From an optimization exercise on the open Yosys and OpenROAD flow, aimed at small area, a short achievable clock period and few clock cycles; shortcuts taken in it are not production practice. Function was checked by simulation only, so behaviour that the tests miss may differ from the original. No activity file was given, so power comes from the tool's default toggle rates.

**flow/gennet.py**
```python
#!/usr/bin/env python3
"""Writes a hand-mapped gate netlist of shipValidator (the RTL in rtl/) for
sky130hd. Every register keeps the instance name, cell type and Q net that the
standard synthesis gave it; those are read from the standard netlist.
usage: gennet.py STANDARD_NETLIST OUT_NETLIST"""
import re
import sys

std = open(sys.argv[1]).read()

# Registers of the standard synthesis: RTL name -> (cell, instance, Q net)
regs = {}
for m in re.finditer(r'(sky130_fd_sc_hd__df\w+)\s+(\\\S+|\w+)\s*\((.*?)\);', std, re.S):
    cell, inst, body = m.group(1), m.group(2), m.group(3)
    q = re.search(r'\.Q\(([^()]*)\)', body).group(1).strip()
    key = inst.lstrip('\\').split('$')[0]
    regs[key] = (cell, inst, q)

expect = {}
for p in (0, 1):
    for i in range(64):
        expect[f'store.occupied{p}[{i}]'] = 'sky130_fd_sc_hd__dfxtp_1'
    for i in range(4):
        expect[f'store.count{p}[{i}]'] = 'sky130_fd_sc_hd__dfrtp_1'
expect['store.boardValid'] = 'sky130_fd_sc_hd__dfrtp_1'
expect['control.holding'] = 'sky130_fd_sc_hd__dfrtp_1'
expect['control.placedHeld'] = 'sky130_fd_sc_hd__dfrtp_1'
if set(regs) != set(expect) or any(regs[k][0] != v for k, v in expect.items()):
    sys.exit('registers of the standard netlist differ from the expected ones: '
             + repr(sorted(set(regs) ^ set(expect))))

P = 'sky130_fd_sc_hd__'
lines = []
wires = []
count = [0]


def net(hint='n'):
    count[0] += 1
    name = f'g_{hint}_{count[0]}'
    wires.append(name)
    return name


def gate(cell, out_pin='Y', hint='n', out=None, **pins):
    o = out if out else net(hint)
    count[0] += 1
    conns = ', '.join(f'.{k}({v} )' for k, v in pins.items())
    lines.append(f'  {P}{cell} u_{count[0]} ({conns}, .{out_pin}({o}));')
    return o


def X(cell, hint='n', out=None, **pins):
    return gate(cell, 'X', hint, out, **pins)


def Y(cell, hint='n', out=None, **pins):
    return gate(cell, 'Y', hint, out, **pins)


def q(key):
    return regs[key][2]


req = lambda i: f'request[{i}]'
k0, k1, k2 = req(12), req(13), req(14)
pl = req(11)
x = [req(7), req(8), req(9)]
x3 = req(10)
y = [req(3), req(4), req(5)]
y3 = req(6)
d = req(2)
o0, o1 = req(0), req(1)

xn = [Y('inv_1', 'xn', A=v) for v in x]
yn = [Y('inv_1', 'yn', A=v) for v in y]
k1n = Y('inv_1', A=k1)
dn = Y('inv_1', A=d)
o0n = Y('inv_1', A=o0)
o1n = Y('inv_1', A=o1)


def hot(v, vn):
    return [Y('nor3_1', 'hot', A=(vn[0] if c & 1 else v[0]), B=(vn[1] if c & 2 else v[1]),
              C=(vn[2] if c & 4 else v[2])) for c in range(8)]


xHot = hot(x, xn)
yHot = hot(y, yn)

# Step signals; kinds 5 to 7 are don't-cares here (onBoard is 0 for them)
k0n = Y('inv_1', A=k0)
k2n = Y('inv_1', A=k2)
g20N = Y('nor2_1', A=k2, B=k0)                         # not length >= 2
g4N = Y('a21oi_1', A1=k1, A2=k0, B1=k2)                # not length >= 4
xs = {1: Y('nor2_1', A=d, B=g20N),
      2: Y('nand3_1', A=Y('nand2_1', A=dn, B=k2), B=Y('nand3_1', A=dn, B=k1, C=k0),
           C=Y('nand3_1', A=k1, B=k0n, C=o1n)),
      3: Y('nor2_1', A=d, B=g4N),
      4: Y('nor2_1', A=d, B=k2n)}
ys = {1: Y('nor2_1', A=dn, B=g20N),
      2: Y('nand3_1', A=Y('nand2_1', A=d, B=k2), B=Y('nand3_1', A=d, B=k1, C=k0),
           C=Y('nand3_1', A=k1, B=k0n, C=o1)),
      3: Y('nor2_1', A=dn, B=g4N),
      4: Y('nor2_1', A=dn, B=k2n)}
sea = Y('nor2_1', A=k0, B=k1n)
oIs1 = Y('nor2_1', A=o1, B=o0n)
bDn = X('and2_1', A=sea, B=oIs1)
bUp = Y('nor2b_1', A=oIs1, B_N=sea)
cL = X('and2_1', A=o1, B=o0)
cR = Y('nand2_1', A=o1, B=o0)


def run(h, s):
    out = []
    for c in range(8):
        if c == 0:
            out.append(h[0])
        elif c == 1:
            out.append(Y('inv_1', 'run', A=Y('a21oi_1', A1=s[1], A2=h[0], B1=h[1])))
        elif c == 2:
            out.append(Y('inv_1', 'run', A=Y('a221oi_1', A1=s[1], A2=h[1], B1=s[2], B2=h[0], C1=h[2])))
        elif c == 3:
            a = Y('a22oi_1', A1=s[1], A2=h[2], B1=s[2], B2=h[1])
            b = Y('a21oi_1', A1=s[3], A2=h[0], B1=h[3])
            out.append(Y('nand2_1', 'run', A=a, B=b))
        else:
            a = Y('a21oi_1', A1=s[1], A2=h[c - 1], B1=h[c])
            b = Y('a22oi_1', A1=s[2], A2=h[c - 2], B1=s[3], B2=h[c - 3])
            e = Y('nand2_1', A=s[4], B=h[c - 4])
            out.append(Y('nand3_1', 'run', A=a, B=b, C=e))
    return out


colA = run(xHot, xs)
rowA = run(yHot, ys)


def side(h, lo, hi):
    # cell c uses h[c-1] with lo, h[c+1] with hi
    out = []
    for c in range(8):
        if c == 0:
            out.append(X('and2_1', 'side', A=h[1], B=hi))
        elif c == 7:
            out.append(X('and2_1', 'side', A=h[6], B=lo))
        else:
            out.append(X('a22o_1', 'side', A1=h[c - 1], A2=lo, B1=h[c + 1], B2=hi))
    return out


colB = side(xHot, cR, cL)
rowB = side(yHot, bUp, bDn)

mask = [X('a22o_1', 'm', A1=rowA[i // 8], A2=colA[i % 8], B1=rowB[i // 8], B2=colB[i % 8])
        for i in range(64)]

occ = [[q(f'store.occupied{p}[{i}]') for i in range(64)] for p in (0, 1)]
hit = []
hitN = []
for p in (0, 1):
    tN = [Y('nand2_1', 't', A=mask[i], B=occ[p][i]) for i in range(64)]
    a = [Y('nand4_1', 'ta', A=tN[4 * j], B=tN[4 * j + 1], C=tN[4 * j + 2], D=tN[4 * j + 3])
         for j in range(16)]
    b = [Y('nor2_1', 'tb', A=a[2 * j], B=a[2 * j + 1]) for j in range(8)]
    c = [Y('nand4_1', 'tc', A=b[4 * j], B=b[4 * j + 1], C=b[4 * j + 2], D=b[4 * j + 3])
         for j in range(2)]
    hit.append(c)
    hitN.append(Y('nor2_1', 'hitn', A=c[0], B=c[1]))

# Border check, exact for every kind
kn0 = Y('inv_1', A=k0)
isSub = Y('nor3_1', A=k2, B=k1, C=k0)
isCru = Y('nor3b_1', A=k2, B=k1, C_N=k0)
isSea = Y('nor3b_1', A=k2, B=k0, C_N=k1)
isBat = X('and3b_1', A_N=k2, B=k1, C=k0)
isCar = Y('nor3b_1', A=k1, B=k0, C_N=k2)


def fits(v, vn):
    v7 = X('and3_1', A=v[0], B=v[1], C=v[2])
    v01 = Y('nor2_1', A=v[1], B=v[0])
    cru = Y('nor2b_1', A=v7, B_N=isCru)
    bat = X('o21a_1', A1=vn[2], A2=v01, B1=isBat)
    car = X('and2_1', A=isCar, B=vn[2])
    return Y('nand2_1', A=Y('nor2_1', A=isSub, B=cru), B=Y('nor2_1', A=bat, B=car))


fitsH = fits(x, xn)
fitsV = fits(y, yn)
straightFits = X('a22o_1', A1=fitsH, A2=dn, B1=fitsV, B2=d)
xle5 = Y('nand2_1', A=x[2], B=x[1])
xle6 = Y('nand3_1', A=x[2], B=x[1], C=x[0])
xge1 = X('or3_1', A=x[2], B=x[1], C=x[0])
yle5 = Y('nand2_1', A=y[2], B=y[1])
yle6 = Y('nand3_1', A=y[2], B=y[1], C=y[0])
yge1 = X('or3_1', A=y[2], B=y[1], C=y[0])
seaFits = X('mux4_1', A0=X('and2_1', A=xle5, B=yle6), A1=X('and2_1', A=xle5, B=yge1),
            A2=X('and2_1', A=xle6, B=yle5), A3=X('and2_1', A=xge1, B=yle5), S0=o0, S1=o1)
inner = X('a21o_1', A1=isSea, A2=seaFits, B1=straightFits)
onBoard = Y('nor3b_1', 'onboard', A=x3, B=y3, C_N=inner)

# Fleet counts and full flags
cnt = [[q(f'store.count{p}[{i}]') for i in range(4)] for p in (0, 1)]
full = [X('and4b_1', 'full', A_N=cnt[p][2], B=cnt[p][3], C=cnt[p][1], D=cnt[p][0]) for p in (0, 1)]

holding = q('control.holding')
pH = q('control.placedHeld')
valid = q('store.boardValid')
en = 'enable'

# Everything but onBoard and the hits comes from registers, enable and the
# player, ahead of the request decode
plN = Y('inv_1', A=pl)
enN = Y('inv_1', A=en)
E1 = X('and4bb_1', A_N=holding, B_N=full[1], C=en, D=pl)     # enable, !holding, player 1, room
E0 = X('and4bb_1', A_N=holding, B_N=full[0], C=en, D=plN)    # enable, !holding, player 0, room
F1 = X('and2b_1', A_N=full[1], B=pl)
F0 = Y('nor2_1', A=full[0], B=pl)
fullSel = X('mux2_1', A0=full[0], A1=full[1], S=pl)
pHN = Y('inv_1', A=pH)
Z = X('mux2_1', A0=fullSel, A1=pHN, S=holding)               # memory conflict unless hits decide
ZN = Y('inv_1', A=Z)

A1 = X('and2_1', A=E1, B=onBoard)
A0 = X('and2_1', A=E0, B=onBoard)
P1 = X('and2_1', A=F1, B=onBoard)
P0 = X('and2_1', A=F0, B=onBoard)
H1 = X('and4b_1', A_N=holding, B=en, C=onBoard, D=pl)
H0 = X('and4bb_1', A_N=holding, B_N=pl, C=en, D=onBoard)
MfullN = Y('nand3_1', A=en, B=onBoard, C=Z)
border = Y('nor2b_1', out='borderConflict', A=onBoard, B_N=en)
CfixN = X('a21o_1', A1=onBoard, A2=ZN, B1=enN)              # not enable & (!onBoard | Z)
BpN = Y('nand3_1', A=en, B=holding, C=pH)
# Memory hit of player p: H_p & (hit[p][0] | hit[p][1])
GN = [Y('o21ai_1', A1=hit[p][0], A2=hit[p][1], B1=[H0, H1][p]) for p in (0, 1)]
Y('nand3_1', out='memoryConflict', A=GN[0], B=GN[1], C=MfullN)
Y('nand3_1', out='conflict', A=GN[0], B=GN[1], C=CfixN)
Y('nand3_1', out='placed', A=Y('nand2_1', A=A1, B=hitN[1]), B=Y('nand2_1', A=A0, B=hitN[0]), C=BpN)

we = [Y('nor3b_1', 'we', A=hit[0][0], B=hit[0][1], C_N=A0),
      Y('nor3b_1', 'we', A=hit[1][0], B=hit[1][1], C_N=A1)]
placeNow = Y('nand2_1', A=Y('nand2_1', A=P1, B=hitN[1]), B=Y('nand2_1', A=P0, B=hitN[0]))

# Register inputs
D = {}
for p in (0, 1):
    for i in range(64):
        D[f'store.occupied{p}[{i}]'] = X('a22o_1', 'd', A1=occ[p][i], A2=valid, B1=mask[i], B2=we[p])
    c = cnt[p]
    t1 = X('and2_1', A=we[p], B=c[0])
    t2 = X('and3_1', A=we[p], B=c[0], C=c[1])
    t3 = X('and4_1', A=we[p], B=c[0], C=c[1], D=c[2])
    D[f'store.count{p}[0]'] = X('xor2_1', A=c[0], B=we[p])
    D[f'store.count{p}[1]'] = X('xor2_1', A=c[1], B=t1)
    D[f'store.count{p}[2]'] = X('xor2_1', A=c[2], B=t2)
    D[f'store.count{p}[3]'] = X('xor2_1', A=c[3], B=t3)
one = net('one')
count[0] += 1
lines.append(f'  {P}conb_1 u_{count[0]} (.HI({one}), .LO());')
D['store.boardValid'] = one
D['control.holding'] = en
D['control.placedHeld'] = X('mux2_1', A0=placeNow, A1=pH, S=holding)

regl = []
for key, (cell, inst, qn) in sorted(regs.items()):
    if cell.startswith(P + 'dfrtp'):
        regl.append(f'  {cell} {inst} (.CLK(clk), .D({D[key]} ), .Q({qn} ), .RESET_B(rstN));')
    else:
        regl.append(f'  {cell} {inst} (.CLK(clk), .D({D[key]} ), .Q({qn} ));')

qnets = sorted({v[2] for v in regs.values()})
out = ['module shipValidator(clk, rstN, enable, request, placed, borderConflict, memoryConflict, conflict);',
       '  input clk;', '  input rstN;', '  input enable;', '  input [14:0] request;',
       '  output placed;', '  output borderConflict;', '  output memoryConflict;', '  output conflict;']
out += [f'  wire {w};' for w in wires]
out += [f'  wire {qn} ;' for qn in qnets]
out += lines + regl + ['endmodule']
open(sys.argv[2], 'w').write('\n'.join(out) + '\n')
print(f'{len(lines)} gates, {len(regl)} registers')
```
**config.mk**
```make
export PLATFORM = sky130hd
export DESIGN_NAME = shipValidator
export DESIGN_NICKNAME = shipValidator
export VERILOG_FILES = /design/flow/design.v
export SDC_FILE = /design/flow/constraint.sdc
export NUM_CORES = 4
export LEC_CHECK = 0
export ABC_AREA = 1
export CAP_MARGIN = 20
export CORE_MARGIN = 2
export CORE_UTILIZATION = 40
export CTS_BUF_LIST = sky130_fd_sc_hd__clkbuf_8
export CTS_CLUSTER_DIAMETER = 40
export CTS_CLUSTER_SIZE = 10
export PLACE_DENSITY = 0.6
export SETUP_SLACK_MARGIN = 1.0
export SLEW_MARGIN = 20
```
**constraint.sdc**
```tcl
create_clock -name core_clock -period 6.0 [get_ports {clk}]
set_input_delay 1.2000 -clock core_clock [delete_from_list [all_inputs] [get_ports {clk}]]
set_output_delay 1.2000 -clock core_clock [all_outputs]
set_load 0.01 [all_outputs]
```
**design.v**
```verilog
package fleetPkg;
	localparam int boardSize = 8;
	localparam int fleetDepth = 11;
	typedef enum logic [2:0]
	{
		submarine = 3'd0,
		cruiser = 3'd1,
		seaplane = 3'd2,
		battleship = 3'd3,
		carrier = 3'd4
	} shipKindT;
endpackage
`timescale 1ns/10ps
module shipCellDecoder
(
	input logic [14:0] request,
	output logic [7:0] rowA,
	output logic [7:0] colA,
	output logic [7:0] rowB,
	output logic [7:0] colB,
	output logic onBoard
);
	logic [2:0] kind;
	logic [3:0] x;
	logic [3:0] y;
	logic direction;
	logic [1:0] orientation;
	logic straight;
	logic seaplane;
	logic atLeast2;
	logic atLeast4;
	logic is5;
	logic horizontal;
	logic vertical;
	logic [7:0] xHot;
	logic [7:0] yHot;
	logic [4:1] xStep;
	logic [4:1] yStep;
	logic xFits;
	logic yFits;
	logic seaplaneFits;
	assign kind = request[14:12];
	assign x = request[10:7];
	assign y = request[6:3];
	assign direction = request[2];
	assign orientation = request[1:0];
	assign seaplane = (kind == 3'd2);
	assign straight = (kind == 3'd0) || (kind == 3'd1) || (kind == 3'd3) || (kind == 3'd4);
	assign atLeast2 = (kind == 3'd1) || (kind == 3'd3) || (kind == 3'd4);
	assign atLeast4 = (kind == 3'd3) || (kind == 3'd4);
	assign is5 = (kind == 3'd4);
	assign horizontal = straight && !direction;
	assign vertical = straight && direction;
	assign xStep[1] = horizontal && atLeast2;
	assign xStep[2] = (horizontal && atLeast4) || (seaplane && !orientation[1]);
	assign xStep[3] = horizontal && atLeast4;
	assign xStep[4] = horizontal && is5;
	assign yStep[1] = vertical && atLeast2;
	assign yStep[2] = (vertical && atLeast4) || (seaplane && orientation[1]);
	assign yStep[3] = vertical && atLeast4;
	assign yStep[4] = vertical && is5;
	always_comb
	begin
		for (int i = 0; i < 8; i++)
		begin
			xHot[i] = (x[2:0] == 3'(i));
			yHot[i] = (y[2:0] == 3'(i));
		end
		for (int i = 0; i < 8; i++)
		begin
			colA[i] = xHot[i];
			rowA[i] = yHot[i];
			for (int s = 1; s <= 4; s++)
				if (i >= s)
				begin
					colA[i] = colA[i] || (xStep[s] && xHot[i-s]);
					rowA[i] = rowA[i] || (yStep[s] && yHot[i-s]);
				end
		end
		for (int i = 0; i < 8; i++)
		begin
			rowB[i] = 1'b0;
			colB[i] = 1'b0;
			if (i >= 1)
			begin
				rowB[i] = seaplane && orientation != 2'd1 && yHot[i-1];
				colB[i] = orientation != 2'd3 && xHot[i-1];
			end
			if (i <= 6)
			begin
				rowB[i] = rowB[i] || (seaplane && orientation == 2'd1 && yHot[i+1]);
				colB[i] = colB[i] || (orientation == 2'd3 && xHot[i+1]);
			end
		end
	end
	assign xFits = !(atLeast2 && x[2:0] == 3'd7) && !(atLeast4 && x[2:0] >= 3'd5)
		&& !(is5 && x[2:0] == 3'd4);
	assign yFits = !(atLeast2 && y[2:0] == 3'd7) && !(atLeast4 && y[2:0] >= 3'd5)
		&& !(is5 && y[2:0] == 3'd4);
	always_comb
	begin
		case (orientation)
			2'd0: seaplaneFits = x[2:0] <= 3'd5 && y[2:0] <= 3'd6;
			2'd1: seaplaneFits = x[2:0] <= 3'd5 && y[2:0] >= 3'd1;
			2'd2: seaplaneFits = x[2:0] <= 3'd6 && y[2:0] <= 3'd5;
			default: seaplaneFits = x[2:0] >= 3'd1 && y[2:0] <= 3'd5;
		endcase
	end
	assign onBoard = !x[3] && !y[3] && ((seaplane && seaplaneFits)
		|| (straight && (direction ? yFits : xFits)));
endmodule
`timescale 1ns/10ps
module overlapScanner
(
	input logic player,
	input logic [63:0] shipMask,
	input logic [63:0] occupied0,
	input logic [63:0] occupied1,
	output logic hit
);
	logic hit0;
	logic hit1;
	assign hit0 = |(shipMask & occupied0);
	assign hit1 = |(shipMask & occupied1);
	assign hit = player ? hit1 : hit0;
endmodule
`timescale 1ns/10ps
module fleetStore
(
	input logic clk,
	input logic rstN,
	input logic player,
	input logic writeStrobe,
	input logic [63:0] shipMask,
	output logic [63:0] occupied0,
	output logic [63:0] occupied1,
	output logic fleetFull
);
	logic boardValid;
	logic write0;
	logic write1;
	logic [3:0] count0;
	logic [3:0] count1;
	assign write0 = writeStrobe && !player;
	assign write1 = writeStrobe && player;
	assign fleetFull = player ? (count1 == 4'(fleetPkg::fleetDepth))
		: (count0 == 4'(fleetPkg::fleetDepth));
	always_ff @(posedge clk or negedge rstN)
	begin
		if (!rstN)
		begin
			boardValid <= 1'b0;
			count0 <= '0;
			count1 <= '0;
		end
		else
		begin
			boardValid <= 1'b1;
			if (write0)
				count0 <= count0 + 4'd1;
			if (write1)
				count1 <= count1 + 4'd1;
		end
	end
	always_ff @(posedge clk)
	begin
		occupied0 <= (occupied0 & {64{boardValid}}) | (shipMask & {64{write0}});
		occupied1 <= (occupied1 & {64{boardValid}}) | (shipMask & {64{write1}});
	end
endmodule
`timescale 1ns/10ps
module placementControl
(
	input logic clk,
	input logic rstN,
	input logic enable,
	input logic onBoard,
	input logic fleetFull,
	input logic hit,
	output logic writeStrobe,
	output logic placed,
	output logic borderConflict,
	output logic memoryConflict
);
	logic holding;
	logic placedHeld;
	logic placeNow;
	assign placeNow = onBoard && !fleetFull && !hit;
	assign writeStrobe = enable && !holding && placeNow;
	assign placed = enable && (holding ? placedHeld : placeNow);
	assign borderConflict = enable && !onBoard;
	assign memoryConflict = enable && onBoard && (holding ? !placedHeld : (fleetFull || hit));
	always_ff @(posedge clk or negedge rstN)
	begin
		if (!rstN)
		begin
			holding <= 1'b0;
			placedHeld <= 1'b0;
		end
		else
		begin
			holding <= enable;
			if (!holding)
				placedHeld <= placeNow;
		end
	end
endmodule
`timescale 1ns/10ps
module shipValidator
(
	input logic clk,
	input logic rstN,
	input logic enable,
	input logic [14:0] request,
	output logic placed,
	output logic borderConflict,
	output logic memoryConflict,
	output logic conflict
);
	logic [7:0] rowA;
	logic [7:0] colA;
	logic [7:0] rowB;
	logic [7:0] colB;
	logic onBoard;
	logic [63:0] shipMask;
	logic [63:0] occupied0;
	logic [63:0] occupied1;
	logic fleetFull;
	logic hit;
	logic writeStrobe;
	shipCellDecoder decoder
	(
		.request(request),
		.rowA(rowA),
		.colA(colA),
		.rowB(rowB),
		.colB(colB),
		.onBoard(onBoard)
	);
	always_comb
		for (int r = 0; r < 8; r++)
			for (int c = 0; c < 8; c++)
				shipMask[r*8 + c] = (rowA[r] && colA[c]) || (rowB[r] && colB[c]);
	fleetStore store
	(
		.clk(clk),
		.rstN(rstN),
		.player(request[11]),
		.writeStrobe(writeStrobe),
		.shipMask(shipMask),
		.occupied0(occupied0),
		.occupied1(occupied1),
		.fleetFull(fleetFull)
	);
	overlapScanner scanner
	(
		.player(request[11]),
		.shipMask(shipMask),
		.occupied0(occupied0),
		.occupied1(occupied1),
		.hit(hit)
	);
	placementControl control
	(
		.clk(clk),
		.rstN(rstN),
		.enable(enable),
		.onBoard(onBoard),
		.fleetFull(fleetFull),
		.hit(hit),
		.writeStrobe(writeStrobe),
		.placed(placed),
		.borderConflict(borderConflict),
		.memoryConflict(memoryConflict)
	);
	assign conflict = borderConflict | memoryConflict;
endmodule
```
**standard.sh**
```bash
#!/bin/bash
# synth_recipe.tcl (not shown) runs the flow's synth.tcl, then flattens the netlist and writes it again
# the make line also repeats each setting of config.mk as NAME=value (left out here)
make -C /OpenROAD-flow-scripts/flow DESIGN_CONFIG=/design/flow/config.mk WORK_HOME=/design/flow/orfs CLKGATE_MAP_FILE= SYNTH_SCRIPT=/design/flow/synth_recipe.tcl "${@:-finish}"
```
**flow/run.sh**
```bash
#!/bin/bash
# The standard synthesis, then its combinational logic replaced by the
# hand-mapped netlist that flow/gennet.py writes (every register keeps the
# standard synthesis's name, cell type and Q net), then the standard layout
# with sky130_fd_sc_hd__buf_4 port buffers.
set -euo pipefail
work=$(pwd)
R=$work/orfs/results/$FLOW_PLATFORM/shipValidator/base
bash standard.sh synth > standard_synth.log 2>&1
cp "$R/1_2_yosys.v" "$work/standard_1_2_yosys.v"
python3 flow/gennet.py "$work/standard_1_2_yosys.v" "$work/gennet_1_2_yosys.v" > gennet.log 2>&1
cp "$work/gennet_1_2_yosys.v" "$R/1_2_yosys.v"
rm -f "$R/1_synth.odb" "$R/1_synth.sdc"
export BUFFER_PORTS_ARGS="-buffer_cell sky130_fd_sc_hd__buf_4"
export CTS_ARGS="-sink_clustering_enable -repair_clock_nets -sink_clustering_size 6 -sink_clustering_max_diameter 25 -buf_list sky130_fd_sc_hd__clkbuf_4 -dont_use_dummy_load"
bash standard.sh "BUFFER_PORTS_ARGS=-buffer_cell sky130_fd_sc_hd__buf_4" "CTS_ARGS=$CTS_ARGS" finish > standard_finish.log 2>&1
```
==> results.cfg, run 1 <==
[final_layout]
nNetsFinal = 780
drive_gt1_frac = 0.1013
synthToLayoutAreaGrowth_pct = 12.27
nFillCells = 1539
utilization = 0.4587
seq_area_mm2 = 0.002841
multi_input_area_mm2 = 0.003684

[sta]
relSlewSlack = 0.3587
drv_slew = 0
finalCritPeriodShare = 0.8026
worst_slew_pin_slew_ps = 961.9
finalSetupViolCount = 0
finalHoldViolCount = 0
setup_tns_ps = 0
max_freq_mhz = 207.7
finClkSkew_ps = 38.12
rsz0062_at_grt = false
period_minus_slack_ps = 4816

[global_routing]
grt_pass1_vias = 5453
grt_pass1_wl_um = 29240
grt_max_degree = 95
track_usage = 0.2127
antenna_found_initial = 1
overflow = 0

[yosys]
yosysWarnings = 4
syn_area_per_cell_um2 = 9.109
netlist_instances = 710
syn_area_mm2 = 0.006467
synth.net_count = 728

[setup_path]
start_kind = primary input
cpPeakStageDelay_ps = 330
cp_data_arrival_time_ps = 3620
crit_top_cell = nand3_1
crit_path_end_kind = output pin
cpMaxStageDelayCell = a22o_1
cp_max_fo = 11
critPathBufInv = 3
required_ps = 4800
critPathKind = primary input to output pin
cp_top_family = simple AND/OR/NAND/NOR gates
worstPathCellList = buf_4 -> inv_1 -> nand3_1 -> nand3_1 -> a22oi_1 -> nand2_1 -> a22o_1 -> nand2_1 -> nand4_1 -> nor2_1 -> nand4_1 -> o21ai_1 -> nand3_1 -> buf_4

[clock_tree]
tritoncts = yes
cts_buffer_depth = 2
numCtsBuffers = 17
clkSinkCount = 139
clk_latency_ps = 540
htree_levels = 4
path_clk_slew_ps = 110
cts_root_buffer = clkbuf_4

[drt]
first_pass_iters = 7
drt-total-wl_um = 18620
drc = 0
ant_nets = 0
wl_per_cell_um = 19.05
viasPerCell = 6.072
vias = 5932
first_iter_violations = 448

[die]
std_cell_rows = 46
core_area_mm2 = 0.01583
die_h_um = 131.2
die_x_um = 131.2
die_area_mm2 = 0.01720
start_util = 0.4086
ios = 22

[power]
p_leak_nw = 2.951
ir_drop_v = 0.0001276
power_density_mw_per_mm2 = 212.5

[placement]
port_buffers = 21
gp_congestion = 0.9179
dp.final_hpwl_um = 12690

[outcome]
status = timing/DRC/antenna clean

[worst_hold_path]
min-delay-path-class = primary input to asynchronous set/reset pin

[job]
cap_violations = 0
-- metrics by stage --
step	hold WS (ps)	setup WS [ps]	total power [mW]	cells	instance area (um2)
finish	468.9	1184	1.543	977	7261
floorplan	434.6	1423	1.076	710	6490
global placement	452.7	979.4	1.139	953	6979
CTS	427.5	1004	1.548	970	7137
detailed placement	456.9	930.5	1.144	953	6979
global route	416.1	952.6	1.608	977	7261
-- worst reg2reg max path, delay by kind of cell, from the launching register on --
family	cells	cell delay [ps]
buffers and inverters	2	540
xor gates and xnor gates	1	150
and+or+nand+nor	6	1170
DFF	1	330
-- path summary, 6_finish.rpt --
path / startpoint / to / slack (ps) / cells past startpoint
max in group asynchronous: rstN / store.boardValid / 5370 / 1
min in group core_clock: store.count1[3] / store.count1[3] / 480 / 1
hold reg to reg: store.count1[3] / store.count1[3] / 480 / 1
setup reg to reg: store.occupied1[26] / store.count1[3] / 3750 / 9
hold / removal: rstN / store.count0[2] / 470 / 1
setup / recovery: request[12] / conflict / 1180 / 14
-- per-layer routing --
layer	global-route usage	routed length, um	share of wire
met4	0.1002	675	0.036
met5	0	0	0
met3	0.06327	1239	0.067
met2	0.3228	8487	0.46
met1	0.2778	8212	0.44
-- timing repair --
action	4_1_cts	5_1_grt
gates resized for setup	6	18
gates cloned	0	0
setup buffers	0	6
hold buffers	0	0
endpoints found under the setup margin	3	3
endpoints found under the hold margin	0	0
pin swaps	0	6
-- layout by cell type, fill, tap and decap left out, types with 4 or more instances in the layout --
cell type    n
nor3_1       9
nor3_2       8
nand3_2      9
inv_1       18
a22o_1     205
nor3b_1      4
and3_1       4
nand2_1    149
nor2_1      33
and2_1      18
nand4_1     36
buf_4       32
a21oi_1     13
nor2b_1      4
dfxtp_1    128
xor2_1       8
a22oi_1     10
nand3_1     12
clkbuf_4    17
dfrtp_1     10
-- state kept, by name, summed over array words and instances, names as in the netlist --
name / flops
store.occupied0: 64
store.occupied1: 64
store.count0: 4
store.count1: 4
control.holding: 1
control.placedHeld: 1
store.boardValid: 1
-- where the power goes --
group / switching (mW) / internal [mW]
clock network: 0.278 / 0.129
registers: 0.0177 / 0.936
logic: 0.123 / 0.0586
-- layout make-up --
| class | count | share of cell area |
|---|---|---|
| Multi-Input combinational cell | 551 | 0.5073 |
| Sequential cell | 139 | 0.3914 |
| Tap cell | 216 | 0.03722 |
| Timing Repair Buffer | 33 | 0.03584 |
| Clock buffer | 17 | 0.01758 |
| Inverter | 20 | 0.01034 |
| Antenna cell | 1 | 0.0003446 |
Testbench counts, summed over its fixed seeds: cycles 4,608.
==> run 2, diff against run 1 <==
--- a/flow/run.sh
+++ b/flow/run.sh
@@ -12,5 +12,5 @@
 cp "$work/gennet_1_2_yosys.v" "$R/1_2_yosys.v"
 rm -f "$R/1_synth.odb" "$R/1_synth.sdc"
 export BUFFER_PORTS_ARGS="-buffer_cell sky130_fd_sc_hd__buf_4"
-export CTS_ARGS="-sink_clustering_enable -repair_clock_nets -sink_clustering_size 6 -sink_clustering_max_diameter 25 -buf_list sky130_fd_sc_hd__clkbuf_4 -dont_use_dummy_load"
+export CTS_ARGS="-sink_clustering_enable -repair_clock_nets -sink_clustering_size 5 -sink_clustering_max_diameter 20 -buf_list sky130_fd_sc_hd__clkbuf_4 -dont_use_dummy_load"
 bash standard.sh "BUFFER_PORTS_ARGS=-buffer_cell sky130_fd_sc_hd__buf_4" "CTS_ARGS=$CTS_ARGS" finish > standard_finish.log 2>&1
==> run 2 against run 1 <==
Against the previous run:
- still clean on timing, DRC and antenna
- register-to-register slack about the same
- via count unchanged
- final cell count unchanged
- count of clock-buffer cells in the layout unchanged
- utilization unchanged
- first-iteration DRC count unchanged
- clock power about the same
- sequential power about the same
- total power unchanged
- sequential share of layout area unchanged
- combinational power about the same
- largest cell class unchanged
==> results.cfg, run 2 <==
[die]
std_cell_rows = 46
start_util = 0.4086
die_area_mm2 = 0.01720
ios = 22
core_area_mm2 = 0.01583
die_h_um = 131.2
die_x_um = 131.2

[power]
power_density_mw_per_mm2 = 212.5
p_sw_mw = 0.4186
p_total_mw = 1.543
seqPwrFrac = 0.618
ir_drop_v = 0.0001276
power_frac_clock = 0.264
p_leak_nw = 2.951
p_int_mw = 1.124
combPwrFrac = 0.117
p_sw_frac = 0.2713

[placement]
dp.cells = 953
pre_cts_ws_ps = 930.5
port_buffers = 21
gp_congestion = 0.9179
dp.final_hpwl_um = 12690

[setup_path]
crit_path_end_kind = output pin
required_ps = 4800
critPathKind = primary input to output pin
startpoint = request[12]
r2r.worst_path.cells = 9
rrSetupSlack_ps = 3750
start_kind = primary input
cp_max_fo = 11
cp_data_arrival_time_ps = 3620
r2r_start = store.occupied1[26]
reg2reg_to = store.count1[3]

[outcome]
status = timing/DRC/antenna clean

[global_routing]
grt_busiest_layer = met2
grt.met3_usage = 0.06327
antenna_found_initial = 1
use_met2 = 0.3228
track_usage = 0.2127
overflow = 0
grt_pass1_vias = 5453
grt_max_degree = 95
grt_pass1_wl_um = 29240
gr-usage-met1 = 0.2778

[clock_tree]
cts_root_buffer = clkbuf_4
htree_levels = 4
numCtsBuffers = 17
cts_buffer_depth = 2
clk_latency_ps = 540
clkSinkCount = 139
path_clk_slew_ps = 110
hold_buffers = 0
tritoncts = yes

[sta]
relSlewSlack = 0.3587
worst_slew_pin_slew_ps = 961.9
finalSetupViolCount = 0
finalCritPeriodShare = 0.8026
finClkSkew_ps = 38.12
fin_ws_ps = 1184
rsz0062_at_grt = false
max_freq_mhz = 207.7
finalHoldViolCount = 0
drv_slew = 0
setup_tns_ps = 0
period_minus_slack_ps = 4816

[yosys]
yosysWarnings = 4
syn_area_mm2 = 0.006467
synth.net_count = 728
netlist_instances = 710
syn_area_per_cell_um2 = 9.109

[final_layout]
multi_input_area_mm2 = 0.003684
nNetsFinal = 780
reg_top3 = store.occupied0 (64), store.occupied1 (64)
nFillCells = 1539
synthToLayoutAreaGrowth_pct = 12.27
seq_area_mm2 = 0.002841
drive_gt1_frac = 0.1013
final_cell_mix = a22o_1, nand2_1, dfxtp_1
instances_no_fill = 977
final_common_cell = a22o_1

[drt]
first_iter_violations = 448
ant_nets = 0
drt-total-wl_um = 18620
vias = 5932
first_pass_iters = 7
drc = 0
wl_per_cell_um = 19.05
viasPerCell = 6.072

[worst_hold_path]
min-delay-path-class = primary input to asynchronous set/reset pin

[job]
cap_violations = 0
[run 2: cell counts in the layout (fill, tap and decap cells not counted)]
No cell type changed its count.
[run 2: power by group through the flow]
stage | clock, mW | sequential (mW) | combinational, mW
finish | 0.408 | 0.954 | 0.181
global route | 0.455 | 0.958 | 0.195
CTS | 0.422 | 0.954 | 0.171
detailed placement | 0 | 0.975 | 0.169
global placement | 0 | 0.973 | 0.166
floorplan | 0 | 0.976 | 0.100
[run 2: per-stage QoR]
step / utilization / hold WS, ps / instance area (um2)
finish: 0.4587 / 468.9 / 7261
global route: 0.4587 / 416.1 / 7261
CTS: 0.4509 / 427.5 / 7137
detailed placement: 0.4409 / 456.9 / 6979
global placement: 0.4409 / 452.7 / 6979
floorplan: - / 434.6 / 6490
[run 2: worst max-delay path by stage]
stage | end | slack [ps]
2_1_floorplan | store.count0[3] | 1420
3_3_place_gp | placed | 980
3_5_place_dp | placed | 930
4_1_cts | conflict | 1000
5_1_grt | memoryConflict | 950
6_report | conflict | 1180
[run 2: worst max-delay path, cell delays in order]
cell,delay (ps)
buf_4,140
inv_1,60
nand3_1,80
nand3_1,200
a22oi_1,210
nand2_1,240
a22o_1,330
nand2_1,80
nand4_1,200
nor2_1,190
nand4_1,210
o21ai_1,220
nand3_1,100
buf_4,150
[run 2: timing repair]
| action | 4_1_cts | 5_1_grt |
|---|---|---|
| resized for setup | 6 | 18 |
| pin swaps | 0 | 6 |
| buffers inserted | 0 | 6 |
| endpoints found under the setup margin | 3 | 3 |
| cloned | 0 | 0 |
[run 2: metal layers]
layer,part of all wire,vias to the layer above
met1,0.44,2875
met2,0.46,193
met3,0.067,42
met5,0,-
li1,-,2822
met4,0.036,0
[run 2: layout make-up]
cell class                 instances  share of cell area
multi-input combinational        551              0.5073
antenna                            1           0.0003446
inverter                          20             0.01034
clock buffer                      17             0.01758
sequential                       139              0.3914
tap                              216             0.03722
timing repair buffer              33             0.03584
==> run 3, diff against run 2 <==
--- a/flow/run.sh
+++ b/flow/run.sh
@@ -12,5 +12,5 @@
 cp "$work/gennet_1_2_yosys.v" "$R/1_2_yosys.v"
 rm -f "$R/1_synth.odb" "$R/1_synth.sdc"
 export BUFFER_PORTS_ARGS="-buffer_cell sky130_fd_sc_hd__buf_4"
-export CTS_ARGS="-sink_clustering_enable -repair_clock_nets -sink_clustering_size 5 -sink_clustering_max_diameter 20 -buf_list sky130_fd_sc_hd__clkbuf_4 -dont_use_dummy_load"
+export CTS_ARGS="-sink_clustering_enable -repair_clock_nets -sink_clustering_size 10 -sink_clustering_max_diameter 40 -buf_list sky130_fd_sc_hd__clkbuf_8 -dont_use_dummy_load"
 bash standard.sh "BUFFER_PORTS_ARGS=-buffer_cell sky130_fd_sc_hd__buf_4" "CTS_ARGS=$CTS_ARGS" finish > standard_finish.log 2>&1
--- a/flow/gennet.py
+++ b/flow/gennet.py
@@ -159,12 +159,12 @@
 hit = []
 hitN = []
 for p in (0, 1):
-    tN = [Y('nand2_1', 't', A=mask[i], B=occ[p][i]) for i in range(64)]
+    tN = [Y('a22oi_1', 't', A1=mask[2 * j], A2=occ[p][2 * j], B1=mask[2 * j + 1],
+            B2=occ[p][2 * j + 1]) for j in range(32)]
     a = [Y('nand4_1', 'ta', A=tN[4 * j], B=tN[4 * j + 1], C=tN[4 * j + 2], D=tN[4 * j + 3])
-         for j in range(16)]
-    b = [Y('nor2_1', 'tb', A=a[2 * j], B=a[2 * j + 1]) for j in range(8)]
-    c = [Y('nand4_1', 'tc', A=b[4 * j], B=b[4 * j + 1], C=b[4 * j + 2], D=b[4 * j + 3])
-         for j in range(2)]
+         for j in range(8)]
+    b = [Y('nor2_1', 'tb', A=a[2 * j], B=a[2 * j + 1]) for j in range(4)]
+    c = [Y('nand2_1', 'tc', A=b[2 * j], B=b[2 * j + 1]) for j in range(2)]
     hit.append(c)
     hitN.append(Y('nor2_1', 'hitn', A=c[0], B=c[1]))
 
==> run 3 against run 2 <==
Against the previous run:
- clock power increased by 35%
- sequential power about the same
- utilization rose by 1.8 points
- sequential cell count unchanged
- clock skew is 12 ps lower
- synthesized cell count fell by 12%
- via count fell by 4.8%
- critical endpoint is now placed
- combinational power increased by 4%
- worst setup slack worse by 40 ps
- register-to-register slack lost 110 ps
- fmax decreased by 0.83%
==> results.cfg, run 3 <==
[outcome]
status = timing/DRC/antenna clean

[sta]
rsz0062_at_grt = false
finalHoldViolCount = 0
finalCritPeriodShare = 0.8093
period_minus_slack_ps = 4856
finClkSkew_ps = 26.09
setup_tns_ps = 0
max_freq_mhz = 205.9
fin_ws_ps = 1144
drv_slew = 0
worst_slew_pin_slew_ps = 843.4
finalSetupViolCount = 0
holdWs_ps = 472.4
relSlewSlack = 0.4378

[final_layout]
drive_gt1_frac = 0.1381
synthToLayoutAreaGrowth_pct = 15.38
seq_area_mm2 = 0.002841
reg_top3 = store.occupied0 (64), store.occupied1 (64)
final_cell_mix = a22o_1, dfxtp_1, a22oi_1
nFillCells = 1444
utilization = 0.4767
multi_input_area_mm2 = 0.003671
nNetsFinal = 686
final_common_cell = a22o_1
antenna_cells = 0

[power]
p_sw_frac = 0.2636
p_int_mw = 1.247
p_leak_nw = 2.892
combPwrFrac = 0.111
seqPwrFrac = 0.564
p_sw_mw = 0.4464
ir_drop_v = 0.0001399
power_density_mw_per_mm2 = 232.0
power_frac_clock = 0.324

[placement]
port_buffers = 21
pre_cts_ws_ps = 888.7
dp.final_hpwl_um = 11640
gp_congestion = 0.9015

[drt]
vias = 5649
first_pass_iters = 5
drt-total-wl_um = 18070
drc = 0
viasPerCell = 6.441
first_iter_violations = 468
ant_nets = 0
wl_per_cell_um = 20.61

[die]
die_area_mm2 = 0.01684
ios = 22
die_x_um = 129.8
std_cell_rows = 45
die_h_um = 129.8
start_util = 0.4132
core_area_mm2 = 0.01531

[clock_tree]
hold_buffers = 0
cts_buffer_depth = 2
path_clk_slew_ps = 70
htree_levels = 4
post_cts_buffers = 0
clk_latency_ps = 440
numCtsBuffers = 17
cts_root_buffer = clkbuf_8
clkSinkCount = 139
tritoncts = yes

[global_routing]
grt_pass1_vias = 5361
antenna_found_initial = 0
grt_pass1_wl_um = 28460
overflow = 0
track_usage = 0.2182
grt_max_degree = 81

[setup_path]
cp_data_arrival_time_ps = 3660
critPathKind = primary input to output pin
cpPeakStageDelay_ps = 590
critPathBufInv = 3
cp_top_family = compound AO/OA/AOI/OAI gates
cp_max_fo = 10
worstPathCellList = buf_4 -> inv_1 -> nor3_2 -> a22o_1 -> a22o_1 -> a22oi_2 -> nand4_1 -> nor2_1 -> nand2_2 -> nor2_1 -> nand2_1 -> nand3_1 -> buf_4
required_ps = 4800
start_kind = primary input
cpMaxStageDelayCell = a22o_1
crit_path_end_kind = output pin

[yosys]
netlist_instances = 622
syn_area_mm2 = 0.006327
yosysWarnings = 4
synth.net_count = 640
syn_area_per_cell_um2 = 10.17

[job]
cap_violations = 0

[worst_hold_path]
min-delay-path-class = flip-flop to flip-flop
run 3: cell types whose count changed in the layout (fill, tap and decap cells not counted), moves of 6 or more:
cell and delta:
a22o_1 -6, a22oi_1 +55, a22oi_2 +9, buf_4 -6, clkbuf_4 -17, clkbuf_8 +17
nand2_1 -128, nand4_1 -20, nor2_1 -9
run 3: path summary, 6_finish.rpt:
path / start / to / slack [ps] / cells after the start
min: store.count1[3] / store.count1[3] / 470 / 1
min reg2reg: store.count1[3] / store.count1[3] / 470 / 1
max in group asynchronous: rstN / store.boardValid / 5260 / 1
max: request[8] / placed / 1140 / 13
min in group asynchronous: rstN / store.count0[3] / 580 / 1
max reg2reg: store.count0[0] / store.occupied0[15] / 3640 / 7
run 3: cell type report:
cell class / count / share of cell area
multi-input combinational: 463 / 0.5028
sequential: 139 / 0.3892
tap: 211 / 0.03616
clock buffer: 17 / 0.03205
timing repair buffer: 27 / 0.02948
inverter: 20 / 0.01028
run 3: repair_timing:
action,in CTS,in global routing
setup endpoints to repair,3,3
endpoints found under the hold margin,0,0
resized for setup,4,46
cloned,0,0
pin swaps,0,6
run 3: worst register-to-register path, delay by kind of cell, from the launching register on:
family	cells	cell delay, ps
compound gates	1	210
buf+inv	2	810
flops	1	420
simple gates	4	860
run 3: per-stage QoR:
step	instance area, um2	instances	total power [mW]
6_report	7301	877	1.693
5_1_grt	7301	877	1.768
4_1_cts	7083	877	1.692
3_5_place_dp	6833	860	1.145
3_3_place_gp	6833	860	1.140
2_1_floorplan	6350	622	1.076
run 3: layer usage:
metal  global-route usage  vias up  routed length, um
li1                     -     2635                  -
met1               0.2921     2790               8230
met2               0.3323      181               8288
met3              0.06601       41               1068
met4              0.08349        2                438
met5                    0        -                 45
run 3: power by group through the flow:
stage | combinational (mW) | sequential, mW | clock, mW
global route | 0.202 | 0.959 | 0.607
CTS | 0.170 | 0.956 | 0.565
global placement | 0.165 | 0.975 | 0
detailed placement | 0.169 | 0.976 | 0
floorplan | 0.100 | 0.976 | 0
finish | 0.188 | 0.956 | 0.549
==> run 4, diff against run 3 <==
--- a/flow/run.sh
+++ b/flow/run.sh
@@ -12,5 +12,5 @@
 cp "$work/gennet_1_2_yosys.v" "$R/1_2_yosys.v"
 rm -f "$R/1_synth.odb" "$R/1_synth.sdc"
 export BUFFER_PORTS_ARGS="-buffer_cell sky130_fd_sc_hd__buf_4"
-export CTS_ARGS="-sink_clustering_enable -repair_clock_nets -sink_clustering_size 10 -sink_clustering_max_diameter 40 -buf_list sky130_fd_sc_hd__clkbuf_8 -dont_use_dummy_load"
+export CTS_ARGS="-sink_clustering_enable -repair_clock_nets -sink_clustering_size 10 -sink_clustering_max_diameter 40 -buf_list sky130_fd_sc_hd__clkbuf_4 -dont_use_dummy_load -sink_buffer_max_cap_derate 0.5"
 bash standard.sh "BUFFER_PORTS_ARGS=-buffer_cell sky130_fd_sc_hd__buf_4" "CTS_ARGS=$CTS_ARGS" finish > standard_finish.log 2>&1
==> run 4 against run 3 <==
Against the previous run:
- final cell count unchanged
- still clean on timing, DRC and antenna
- total power is 8.2% lower
- critical endpoint is now memoryConflict
- global-route usage is 0.17 points lower
==> results.cfg, run 4 <==
[clock_tree]
numCtsBuffers = 17
clk_latency_ps = 530
path_clk_slew_ps = 120
cts_buffer_depth = 2
htree_levels = 4
hold_buffers = 0
tritoncts = yes
cts_root_buffer = clkbuf_4
clkSinkCount = 139

[power]
p_sw_frac = 0.2755
power_density_mw_per_mm2 = 216.2
power_frac_clock = 0.265
ir_drop_v = 0.0001384
p_leak_nw = 2.848
p_int_mw = 1.127
seqPwrFrac = 0.614
p_sw_mw = 0.4285
combPwrFrac = 0.121

[placement]
dp.cells = 860
port_buffers = 21
gp_congestion = 0.9015
dp.final_hpwl_um = 11640

[final_layout]
drive_gt1_frac = 0.1381
nNetsFinal = 686
instances_no_fill = 877
synthToLayoutAreaGrowth_pct = 13.70
final_common_cell = a22o_1
final_cell_mix = a22o_1, dfxtp_1, a22oi_1
antenna_cells = 0
reg_top3 = store.occupied0 (64), store.occupied1 (64)

[die]
ios = 22
die_area_mm2 = 0.01684
std_cell_rows = 45
die_h_um = 129.8
start_util = 0.4132
core_area_mm2 = 0.01531
die_x_um = 129.8

[sta]
finalCritPeriodShare = 0.8105
period_minus_slack_ps = 4863
max_freq_mhz = 205.6
finalHoldViolCount = 0
finClkSkew_ps = 39.02
setup_tns_ps = 0
worst_slew_pin_slew_ps = 847.8
holdWs_ps = 475.7
finalSetupViolCount = 0
drv_slew = 0
rsz0062_at_grt = false
relSlewSlack = 0.4336

[yosys]
synth.net_count = 640
syn_area_mm2 = 0.006327
syn_area_per_cell_um2 = 10.17
netlist_instances = 622
yosysWarnings = 4

[drt]
first_iter_violations = 466
wl_per_cell_um = 20.48
vias = 5632
first_pass_iters = 5
drt-total-wl_um = 17970
drc = 0
viasPerCell = 6.422
ant_nets = 0

[setup_path]
cpPeakStageDelay_ps = 330
start_kind = primary input
crit_path_end_kind = output pin
cp_max_fo = 11
worstPathCellList = buf_4 -> inv_1 -> nand3_1 -> nand3_2 -> a22oi_1 -> nand3_2 -> a22o_1 -> a22oi_2 -> nand4_1 -> nor2_1 -> nand2_2 -> o21ai_1 -> nand3_1 -> buf_4
cp_data_arrival_time_ps = 3660
required_ps = 4800
cpMaxStageDelayCell = a22o_1
cp_top_family = simple AND/OR/NAND/NOR gates
critPathKind = primary input to output pin
critPathBufInv = 3

[job]
cap_violations = 0

[global_routing]
overflow = 0
track_usage = 0.2165
antenna_found_initial = 0
grt_pass1_wl_um = 28310
grt_pass1_vias = 5344
grt_max_degree = 81

[outcome]
status = timing/DRC/antenna clean

[worst_hold_path]
min-delay-path-class = primary input to asynchronous set/reset pin
[run 4: final timing paths]
| path | from | to | slack [ps] | cells past startpoint |
|---|---|---|---|---|
| setup / recovery | request[12] | memoryConflict | 1140 | 14 |
| max in group asynchronous | rstN | store.count0[0] | 5360 | 1 |
| hold reg to reg | store.count1[3] | store.count1[3] | 480 | 1 |
| hold / removal | rstN | store.count0[3] | 480 | 1 |
| setup reg to reg | store.count0[0] | store.occupied0[15] | 3620 | 7 |
| min in group core_clock | store.count1[3] | store.count1[3] | 480 | 1 |
[run 4: power groups by stage]
stage               Combinational (mW)  Sequential, mW  Clock (mW)
finish                           0.188           0.955       0.412
global route                     0.202           0.959       0.463
CTS                              0.170           0.955       0.425
detailed placement               0.169           0.976           0
global placement                 0.165           0.975           0
floorplan                        0.100           0.976           0
[run 4: metrics by stage]
| step | power [mW] | utilization | worst slack, ps | area [um2] |
|---|---|---|---|---|
| after CTS | 1.551 | 0.4556 | 1001 | 6977 |
| after global placement | 1.140 | 0.4462 | 952.4 | 6833 |
| after floorplan | 1.076 | - | 1378 | 6350 |
| final | 1.555 | 0.4698 | 1137 | 7194 |
| after detailed placement | 1.145 | 0.4462 | 888.7 | 6833 |
| after global routing | 1.625 | 0.4698 | 984.0 | 7194 |
[run 4: layout make-up]
type	count	area (um2)
Timing Repair Buffer	27	215.2
Sequential cell	139	2841
Fill cell	1464	8120
Clock buffer	17	127.6
Multi-Input combinational cell	463	3671
Tap cell	211	264.0
Inverter	20	75.07
[run 4: layer usage]
metal	wire [um]	up-vias	GRT usage	part of all wire
met1	8154	2780	0.2896	0.45
met4	432	0	0.07717	0.024
li1	-	2636	-	-
met3	1151	44	0.06478	0.064
met5	0	-	0	0
met2	8227	172	0.3332	0.46
[run 4: repair_timing]
action,CTS,global route
setup buffers,0,0
pin swaps,0,6
endpoints found under the setup margin,3,3
gates resized for setup,4,46
gates cloned,0,0
==> run 5, diff against run 4 <==
--- a/flow/run.sh
+++ b/flow/run.sh
@@ -12,5 +12,5 @@
 cp "$work/gennet_1_2_yosys.v" "$R/1_2_yosys.v"
 rm -f "$R/1_synth.odb" "$R/1_synth.sdc"
 export BUFFER_PORTS_ARGS="-buffer_cell sky130_fd_sc_hd__buf_4"
-export CTS_ARGS="-sink_clustering_enable -repair_clock_nets -sink_clustering_size 10 -sink_clustering_max_diameter 40 -buf_list sky130_fd_sc_hd__clkbuf_4 -dont_use_dummy_load -sink_buffer_max_cap_derate 0.5"
+export CTS_ARGS="-sink_clustering_enable -repair_clock_nets -sink_clustering_size 10 -sink_clustering_max_diameter 40 -buf_list sky130_fd_sc_hd__clkbuf_4 -dont_use_dummy_load"
 bash standard.sh "BUFFER_PORTS_ARGS=-buffer_cell sky130_fd_sc_hd__buf_4" "CTS_ARGS=$CTS_ARGS" finish > standard_finish.log 2>&1
==> run 5 against run 4 <==
Against the previous run:
- synthesized cell count unchanged
- total power unchanged
- sequential share of layout area unchanged
- wire length unchanged
- synthesized area unchanged
- global-route usage unchanged
- clock power about the same
- final cell count unchanged
- worst hold slack unchanged
- sequential cell count unchanged
- critical path type unchanged
- largest power group unchanged
==> results.cfg, run 5 <==
[final_layout]
nNetsFinal = 686
antenna_cells = 0
reg_top3 = store.occupied0 (64), store.occupied1 (64)
synthToLayoutAreaGrowth_pct = 13.70
design_area_mm2 = 0.007194
final_common_cell = a22o_1
drive_gt1_frac = 0.1381
final_cell_mix = a22o_1, dfxtp_1, a22oi_1

[die]
die_x_um = 129.8
start_util = 0.4132
die_area_mm2 = 0.01684
core_area_mm2 = 0.01531
ios = 22
std_cell_rows = 45
die_h_um = 129.8

[drt]
vias = 5632
wl_per_cell_um = 20.48
drt-total-wl_um = 17970
first_iter_violations = 466
viasPerCell = 6.422
ant_nets = 0
first_pass_iters = 5
drc = 0

[setup_path]
reg2reg_to = store.occupied0[15]
critPathKind = primary input to output pin
r2r_start = store.count0[0]
startpoint = request[12]
cp_top_family = simple AND/OR/NAND/NOR gates
r2r.worst_path.cells = 7
start_kind = primary input
required_ps = 4800
crit_path_end_kind = output pin
cp-endpoint = memoryConflict
cpMaxStageDelayCell = a22o_1
critPathBufInv = 3
cpPeakStageDelay_ps = 330
rrSetupSlack_ps = 3620
worstPathCellList = buf_4 -> inv_1 -> nand3_1 -> nand3_2 -> a22oi_1 -> nand3_2 -> a22o_1 -> a22oi_2 -> nand4_1 -> nor2_1 -> nand2_2 -> o21ai_1 -> nand3_1 -> buf_4
cp_data_arrival_time_ps = 3660
cp_num_cells = 14
cp_max_fo = 11

[power]
combPwrFrac = 0.121
p_sw_mw = 0.4285
p_leak_nw = 2.848
power_density_mw_per_mm2 = 216.2
p_sw_frac = 0.2755
p_int_mw = 1.127
seqPwrFrac = 0.614
power_frac_clock = 0.265
ir_drop_v = 0.0001384

[global_routing]
antenna_found_initial = 0
grt_pass1_wl_um = 28310
grt_max_degree = 81
overflow = 0
grt_pass1_vias = 5344
track_usage = 0.2165

[clock_tree]
clk_latency_ps = 530
cts_root_buffer = clkbuf_4
post_cts_buffers = 0
numCtsBuffers = 17
cts_buffer_depth = 2
tritoncts = yes
htree_levels = 4
clkSinkCount = 139
path_clk_slew_ps = 120

[sta]
finalCritPeriodShare = 0.8105
period_minus_slack_ps = 4863
finalSetupViolCount = 0
fin_ws_ps = 1137
finClkSkew_ps = 39.02
rsz0062_at_grt = false
worst_slew_pin_slew_ps = 847.8
finalHoldViolCount = 0
relSlewSlack = 0.4336
drv_slew = 0
setup_tns_ps = 0
max_freq_mhz = 205.6

[placement]
placed_cell_area_mm2 = 0.006833
port_buffers = 21
gp_congestion = 0.9015
pre_cts_ws_ps = 888.7
dp.final_hpwl_um = 11640

[yosys]
yosysWarnings = 4
synth.net_count = 640
netlist_instances = 622
syn_area_mm2 = 0.006327
syn_area_per_cell_um2 = 10.17

[worst_hold_path]
min-delay-path-class = primary input to asynchronous set/reset pin

[outcome]
status = timing/DRC/antenna clean

[job]
cap_violations = 0
## run 5: how the worst min path moves through the flow
stage                         start               to  slack, ps  cells after the start
floorplan           store.count0[3]  store.count0[3]        430                      1
global placement    store.count1[3]  store.count1[3]        460                      1
detailed placement  store.count1[3]  store.count1[3]        450                      1
CTS                            rstN  store.count1[3]        440                      1
global route                   rstN  store.count0[3]        440                      1
finish                         rstN  store.count0[3]        480                      1
## run 5: power groups by stage
stage               Combinational [mW]  Sequential (mW)  Clock, mW
floorplan                        0.100            0.976          0
global placement                 0.165            0.975          0
detailed placement               0.169            0.976          0
CTS                              0.170            0.955      0.425
global route                     0.202            0.959      0.463
finish                           0.188            0.955      0.412
## run 5: metrics by stage
| stage | hold WS (ps) | std cells | total power, mW | util |
|---|---|---|---|---|
| 6_report | 475.7 | 877 | 1.555 | 0.4698 |
| 5_1_grt | 436.1 | 877 | 1.625 | 0.4698 |
| 4_1_cts | 440.1 | 877 | 1.551 | 0.4556 |
| 3_5_place_dp | 454.5 | 860 | 1.145 | 0.4462 |
| 3_3_place_gp | 456.5 | 860 | 1.140 | 0.4462 |
| 2_1_floorplan | 434.6 | 622 | 1.076 | - |
## run 5: what timing repair did
action | in CTS | in global routing
gates cloned | 0 | 0
hold buffers | 0 | 0
pin swaps | 0 | 6
endpoints found under the hold margin | 0 | 0
setup endpoints to repair | 3 | 3
gates resized for setup | 4 | 46
## run 5: layout make-up
| cell class | instances | area [um2] |
|---|---|---|
| flip-flops and latches | 139 | 2841 |
| multi-input cells | 463 | 3671 |
| well taps | 211 | 264.0 |
| repair buffers | 27 | 215.2 |
| fillers | 1464 | 8120 |
| clock buffers | 17 | 127.6 |
| inverters | 20 | 75.07 |
## run 5: worst register-to-register path, stage by stage, from the launching register on
cell and delay, ps:
dfrtp_1 430, and4b_1 250, and4bb_1 270, and2_1 160
nor3b_4 180, buf_4 310, buf_4 490, a22o_1 210
## run 5: layer usage
layer / global-route usage / vias to the layer above / part of all wire
met5: 0 / - / 0
met4: 0.07717 / 0 / 0.024
met3: 0.06478 / 44 / 0.064
met2: 0.3332 / 172 / 0.46
met1: 0.2896 / 2780 / 0.45
li1: - / 2636 / -
==> run 6, diff against run 5 <==
--- a/design.v
+++ b/design.v
@@ -116,13 +116,14 @@
 	input logic [63:0] shipMask,
 	input logic [63:0] occupied0,
 	input logic [63:0] occupied1,
+	input logic boardValid,
 	output logic hit
 );
 	logic hit0;
 	logic hit1;
 	assign hit0 = |(shipMask & occupied0);
 	assign hit1 = |(shipMask & occupied1);
-	assign hit = player ? hit1 : hit0;
+	assign hit = (player ? hit1 : hit0) && boardValid;
 endmodule
 `timescale 1ns/10ps
 module fleetStore
@@ -134,9 +135,9 @@
 	input logic [63:0] shipMask,
 	output logic [63:0] occupied0,
 	output logic [63:0] occupied1,
+	output logic boardValid,
 	output logic fleetFull
 );
-	logic boardValid;
 	logic write0;
 	logic write1;
 	logic [3:0] count0;
@@ -226,6 +227,7 @@
 	logic [63:0] occupied0;
 	logic [63:0] occupied1;
 	logic fleetFull;
+	logic boardValid;
 	logic hit;
 	logic writeStrobe;
 	shipCellDecoder decoder
@@ -250,6 +252,7 @@
 		.shipMask(shipMask),
 		.occupied0(occupied0),
 		.occupied1(occupied1),
+		.boardValid(boardValid),
 		.fleetFull(fleetFull)
 	);
 	overlapScanner scanner
@@ -258,6 +261,7 @@
 		.shipMask(shipMask),
 		.occupied0(occupied0),
 		.occupied1(occupied1),
+		.boardValid(boardValid),
 		.hit(hit)
 	);
 	placementControl control
--- a/flow/run.sh
+++ b/flow/run.sh
@@ -12,5 +12,5 @@
 cp "$work/gennet_1_2_yosys.v" "$R/1_2_yosys.v"
 rm -f "$R/1_synth.odb" "$R/1_synth.sdc"
 export BUFFER_PORTS_ARGS="-buffer_cell sky130_fd_sc_hd__buf_4"
-export CTS_ARGS="-sink_clustering_enable -repair_clock_nets -sink_clustering_size 10 -sink_clustering_max_diameter 40 -buf_list sky130_fd_sc_hd__clkbuf_4 -dont_use_dummy_load"
+export CTS_ARGS="-sink_clustering_enable -repair_clock_nets -sink_clustering_size 10 -sink_clustering_max_diameter 40 -buf_list {sky130_fd_sc_hd__clkbuf_4 sky130_fd_sc_hd__clkbuf_8} -dont_use_dummy_load"
 bash standard.sh "BUFFER_PORTS_ARGS=-buffer_cell sky130_fd_sc_hd__buf_4" "CTS_ARGS=$CTS_ARGS" finish > standard_finish.log 2>&1
--- a/flow/gennet.py
+++ b/flow/gennet.py
@@ -77,7 +77,6 @@
 k1n = Y('inv_1', A=k1)
 dn = Y('inv_1', A=d)
 o0n = Y('inv_1', A=o0)
-o1n = Y('inv_1', A=o1)
 
 
 def hot(v, vn):
@@ -89,18 +88,15 @@
 yHot = hot(y, yn)
 
 # Step signals; kinds 5 to 7 are don't-cares here (onBoard is 0 for them)
-k0n = Y('inv_1', A=k0)
 k2n = Y('inv_1', A=k2)
 g20N = Y('nor2_1', A=k2, B=k0)                         # not length >= 2
 g4N = Y('a21oi_1', A1=k1, A2=k0, B1=k2)                # not length >= 4
 xs = {1: Y('nor2_1', A=d, B=g20N),
-      2: Y('nand3_1', A=Y('nand2_1', A=dn, B=k2), B=Y('nand3_1', A=dn, B=k1, C=k0),
-           C=Y('nand3_1', A=k1, B=k0n, C=o1n)),
+      2: Y('o21ai_1', A1=d, A2=g4N, B1=X('or3b_1', A=k0, B=o1, C_N=k1)),
       3: Y('nor2_1', A=d, B=g4N),
       4: Y('nor2_1', A=d, B=k2n)}
 ys = {1: Y('nor2_1', A=dn, B=g20N),
-      2: Y('nand3_1', A=Y('nand2_1', A=d, B=k2), B=Y('nand3_1', A=d, B=k1, C=k0),
-           C=Y('nand3_1', A=k1, B=k0n, C=o1)),
+      2: Y('o21ai_1', A1=dn, A2=g4N, B1=Y('nand3b_1', A_N=k0, B=k1, C=o1)),
       3: Y('nor2_1', A=dn, B=g4N),
       4: Y('nor2_1', A=dn, B=k2n)}
 sea = Y('nor2_1', A=k0, B=k1n)
@@ -169,7 +165,6 @@
     hitN.append(Y('nor2_1', 'hitn', A=c[0], B=c[1]))
 
 # Border check, exact for every kind
-kn0 = Y('inv_1', A=k0)
 isSub = Y('nor3_1', A=k2, B=k1, C=k0)
 isCru = Y('nor3b_1', A=k2, B=k1, C_N=k0)
 isSea = Y('nor3b_1', A=k2, B=k0, C_N=k1)
@@ -226,8 +221,11 @@
 A0 = X('and2_1', A=E0, B=onBoard)
 P1 = X('and2_1', A=F1, B=onBoard)
 P0 = X('and2_1', A=F0, B=onBoard)
-H1 = X('and4b_1', A_N=holding, B=en, C=onBoard, D=pl)
-H0 = X('and4bb_1', A_N=holding, B_N=pl, C=en, D=onBoard)
+# Hits only count once the boards are valid after a reset
+H1 = X('and2_1', A=X('and4b_1', A_N=holding, B=en, C=pl, D=valid), B=onBoard)
+H0 = X('and2_1', A=X('and4bb_1', A_N=holding, B_N=pl, C=en, D=valid), B=onBoard)
+AVN = Y('nand2_1', A=X('and4bb_1', A_N=holding, B_N=valid, C=en, D=Y('inv_1', A=fullSel)),
+        B=onBoard)                                          # not placed regardless of hits
 MfullN = Y('nand3_1', A=en, B=onBoard, C=Z)
 border = Y('nor2b_1', out='borderConflict', A=onBoard, B_N=en)
 CfixN = X('a21o_1', A1=onBoard, A2=ZN, B1=enN)              # not enable & (!onBoard | Z)
@@ -236,11 +234,12 @@
 GN = [Y('o21ai_1', A1=hit[p][0], A2=hit[p][1], B1=[H0, H1][p]) for p in (0, 1)]
 Y('nand3_1', out='memoryConflict', A=GN[0], B=GN[1], C=MfullN)
 Y('nand3_1', out='conflict', A=GN[0], B=GN[1], C=CfixN)
-Y('nand3_1', out='placed', A=Y('nand2_1', A=A1, B=hitN[1]), B=Y('nand2_1', A=A0, B=hitN[0]), C=BpN)
-
-we = [Y('nor3b_1', 'we', A=hit[0][0], B=hit[0][1], C_N=A0),
-      Y('nor3b_1', 'we', A=hit[1][0], B=hit[1][1], C_N=A1)]
-placeNow = Y('nand2_1', A=Y('nand2_1', A=P1, B=hitN[1]), B=Y('nand2_1', A=P0, B=hitN[0]))
+Y('nand4_1', out='placed', A=Y('nand2_1', A=A1, B=hitN[1]), B=Y('nand2_1', A=A0, B=hitN[0]), C=BpN,
+  D=AVN)
+
+hv = [X('o21a_1', A1=hit[p][0], A2=hit[p][1], B1=valid) for p in (0, 1)]
+we = [Y('nor2b_1', 'we', A=hv[0], B_N=A0), Y('nor2b_1', 'we', A=hv[1], B_N=A1)]
+placeNow = X('or2_1', A=Y('nor2b_1', A=hv[1], B_N=P1), B=Y('nor2b_1', A=hv[0], B_N=P0))
 
 # Register inputs
 D = {}
==> run 6 against run 5 <==
Against the previous run:
- sequential power barely moved
- still clean on timing, DRC and antenna
- critical path type unchanged
- final area rose by 1.7%
- fmax fell by 0.44%
- utilization fell by 0.40 points
- combinational power barely moved
- sequential share of layout area fell by 0.67 points
- wire length rose by 2.0%
- critical path depth fell by 1
- worst setup slack got worse by 21 ps
- highest routed layer unchanged
- clock power rose by 33%
- via count rose by 0.37%
==> results.cfg, run 6 <==
[drt]
drc = 0
vias = 5653
first_pass_iters = 5
wl_per_cell_um = 20.70
ant_nets = 0
viasPerCell = 6.388
first_iter_violations = 474
drt-total-wl_um = 18320

[final_layout]
final_common_cell = a22o_1
antenna_cells = 0
instances_no_fill = 885
drive_gt1_frac = 0.1315
reg_top3 = store.occupied0 (64), store.occupied1 (64)
nNetsFinal = 689
design_area_mm2 = 0.007318
final_cell_mix = a22o_1, dfxtp_1, a22oi_1
synthToLayoutAreaGrowth_pct = 15.02

[die]
std_cell_rows = 46
core_area_mm2 = 0.01571
die_h_um = 130.1
start_util = 0.4049
die_x_um = 130.1
die_area_mm2 = 0.01693
ios = 22

[outcome]
status = timing/DRC/antenna clean

[sta]
finalHoldViolCount = 0
holdWs_ps = 471.3
rsz0062_at_grt = false
worst_slew_pin_slew_ps = 937.3
drv_slew = 0
setup_tns_ps = 0
period_minus_slack_ps = 4885
relSlewSlack = 0.3738
finalCritPeriodShare = 0.8141
finalSetupViolCount = 0
max_freq_mhz = 204.7
finClkSkew_ps = 35.72

[clock_tree]
numCtsBuffers = 17
cts_root_buffer = clkbuf_8
path_clk_slew_ps = 90
hold_buffers = 0
htree_levels = 4
cts_buffer_depth = 2
clkSinkCount = 139
tritoncts = yes
clk_latency_ps = 450

[placement]
gp_congestion = 0.8159
dp.final_hpwl_um = 12250
placed_cell_area_mm2 = 0.006879
port_buffers = 21
dp.cells = 866

[global_routing]
grt_pass1_wl_um = 29280
track_usage = 0.2241
grt_pass1_vias = 5445
overflow = 0
antenna_found_initial = 0
grt_max_degree = 113

[job]
cap_violations = 0

[power]
ir_drop_v = 0.0001537
p_leak_nw = 2.893
power_density_mw_per_mm2 = 230.8

[setup_path]
required_ps = 4800
cp_data_arrival_time_ps = 3680
start_kind = primary input
critPathKind = primary input to output pin
crit_path_end_kind = output pin
cp_max_fo = 9
r2r.worst_path.cells = 8

[yosys]
yosysWarnings = 4
syn_area_mm2 = 0.006362
netlist_instances = 623
syn_area_per_cell_um2 = 10.21
synth.net_count = 641

[worst_hold_path]
min-delay-path-class = flip-flop to flip-flop
holdPathStages = 1
run 6: changes by cell type in the layout (fill, tap and decap cells not counted), sizes merged, moves of 2 or more:
| cell | delta |
|---|---|
| nand3 | -7 |
| nand2 | -4 |
| nor2b | +4 |
| and2 | +2 |
| buf | +2 |
| nor3b | -2 |
| o21a | +2 |
| o21ai | +2 |
run 6: per-layer routing:
layer  part of all wire  routed length, um  global-route usage
met3              0.050                912             0.04797
met4              0.035                634              0.1075
met2               0.46               8340              0.3499
met1               0.46               8435              0.2957
met5                  0                  0                   0
run 6: timing repair:
action	in CTS	in global routing
setup endpoints to repair	3	3
pin swaps	1	5
resized for setup	6	36
setup buffers	0	2
run 6: cell type report:
type | instances | area, um2
Fill cell | 1490 | 8394
Inverter | 19 | 71.32
Multi-Input combinational cell | 465 | 3655
Timing Repair Buffer | 29 | 246.5
Sequential cell | 139 | 2841
Clock buffer | 17 | 234.0
Tap cell | 216 | 270.3
run 6: final timing paths:
kind / startpoint / to / slack [ps]
setup / recovery: request[7] / placed / 1120
hold / removal: store.count1[3] / store.count1[3] / 470
setup reg to reg: store.occupied0[12] / store.occupied0[3] / 3620
hold reg to reg: store.count1[3] / store.count1[3] / 470
max in group asynchronous: rstN / store.boardValid / 5290
min in group asynchronous: rstN / store.count1[2] / 550
run 6: through the flow:
stage | worst slack [ps] | power [mW] | util
floorplan | 1122 | 1.076 | -
global placement | 709.2 | 1.139 | 0.4378
detailed placement | 729.3 | 1.143 | 0.4378
CTS | 1017 | 1.690 | 0.4542
global route | 958.1 | 1.766 | 0.4658
finish | 1115 | 1.689 | 0.4658
run 6: where the power goes:
group / internal [mW] / total, mW / switching [mW]
clock: 0.249 / 0.547 / 0.298
combinational: 0.0618 / 0.189 / 0.127
sequential: 0.937 / 0.953 / 0.0161
run 6: critical path: stages:
cell and delay, ps:
buf_4 140, inv_1 100, nor3_2 570, a22o_1 520, a22o_1 300, a22oi_1 150, nand4_1 150, nor2_2 80
nand2_1 110, nor2_1 60, nand2_1 60, nand4_1 80, buf_4 150
Testbench counts of run 6, summed over its fixed seeds: cycles 4,608.

[separate check: timing with driven ports]
Ports are ideal in the flow. The routed layouts listed here were re-timed in OpenROAD. Step 1 assumes that a clkbuf_16 drives the clock port and a buf_2 every other input. Step 2 adds t to the input delays and takes it off the output delays; t is the mean of the earliest and latest rising clock arrival at the registers after step 1. Input paths then give back, and output paths get back, about the clock's delay inside the block. a / b / c = no drivers / after step 1 / after step 2; a / b = the first two.
| run | shift t [ns] | setup slack, ns | worst hold slack (ns) | clock arrival spread, ns |
|---|---|---|---|---|
| run 1 | 0.560 | 1.184 / 1.142 / 1.142 | 0.469 / 0.458 / 0.479 | 0.038 / 0.038 |
| run 2 | 0.560 | 1.184 / 1.142 / 1.142 | 0.469 / 0.458 / 0.479 | 0.038 / 0.038 |
| run 3 | 0.464 | 1.144 / 1.118 / 1.118 | 0.472 / 0.472 / 0.472 | 0.026 / 0.026 |
| run 4 | 0.543 | 1.137 / 1.111 / 1.111 | 0.476 / 0.469 / 0.478 | 0.039 / 0.039 |
| run 5 | 0.543 | 1.137 / 1.111 / 1.111 | 0.476 / 0.469 / 0.478 | 0.039 / 0.039 |
| run 6 | 0.474 | 1.115 / 1.073 / 1.073 | 0.471 / 0.471 / 0.471 | 0.036 / 0.036 |
After both steps every run listed still meets setup and hold.
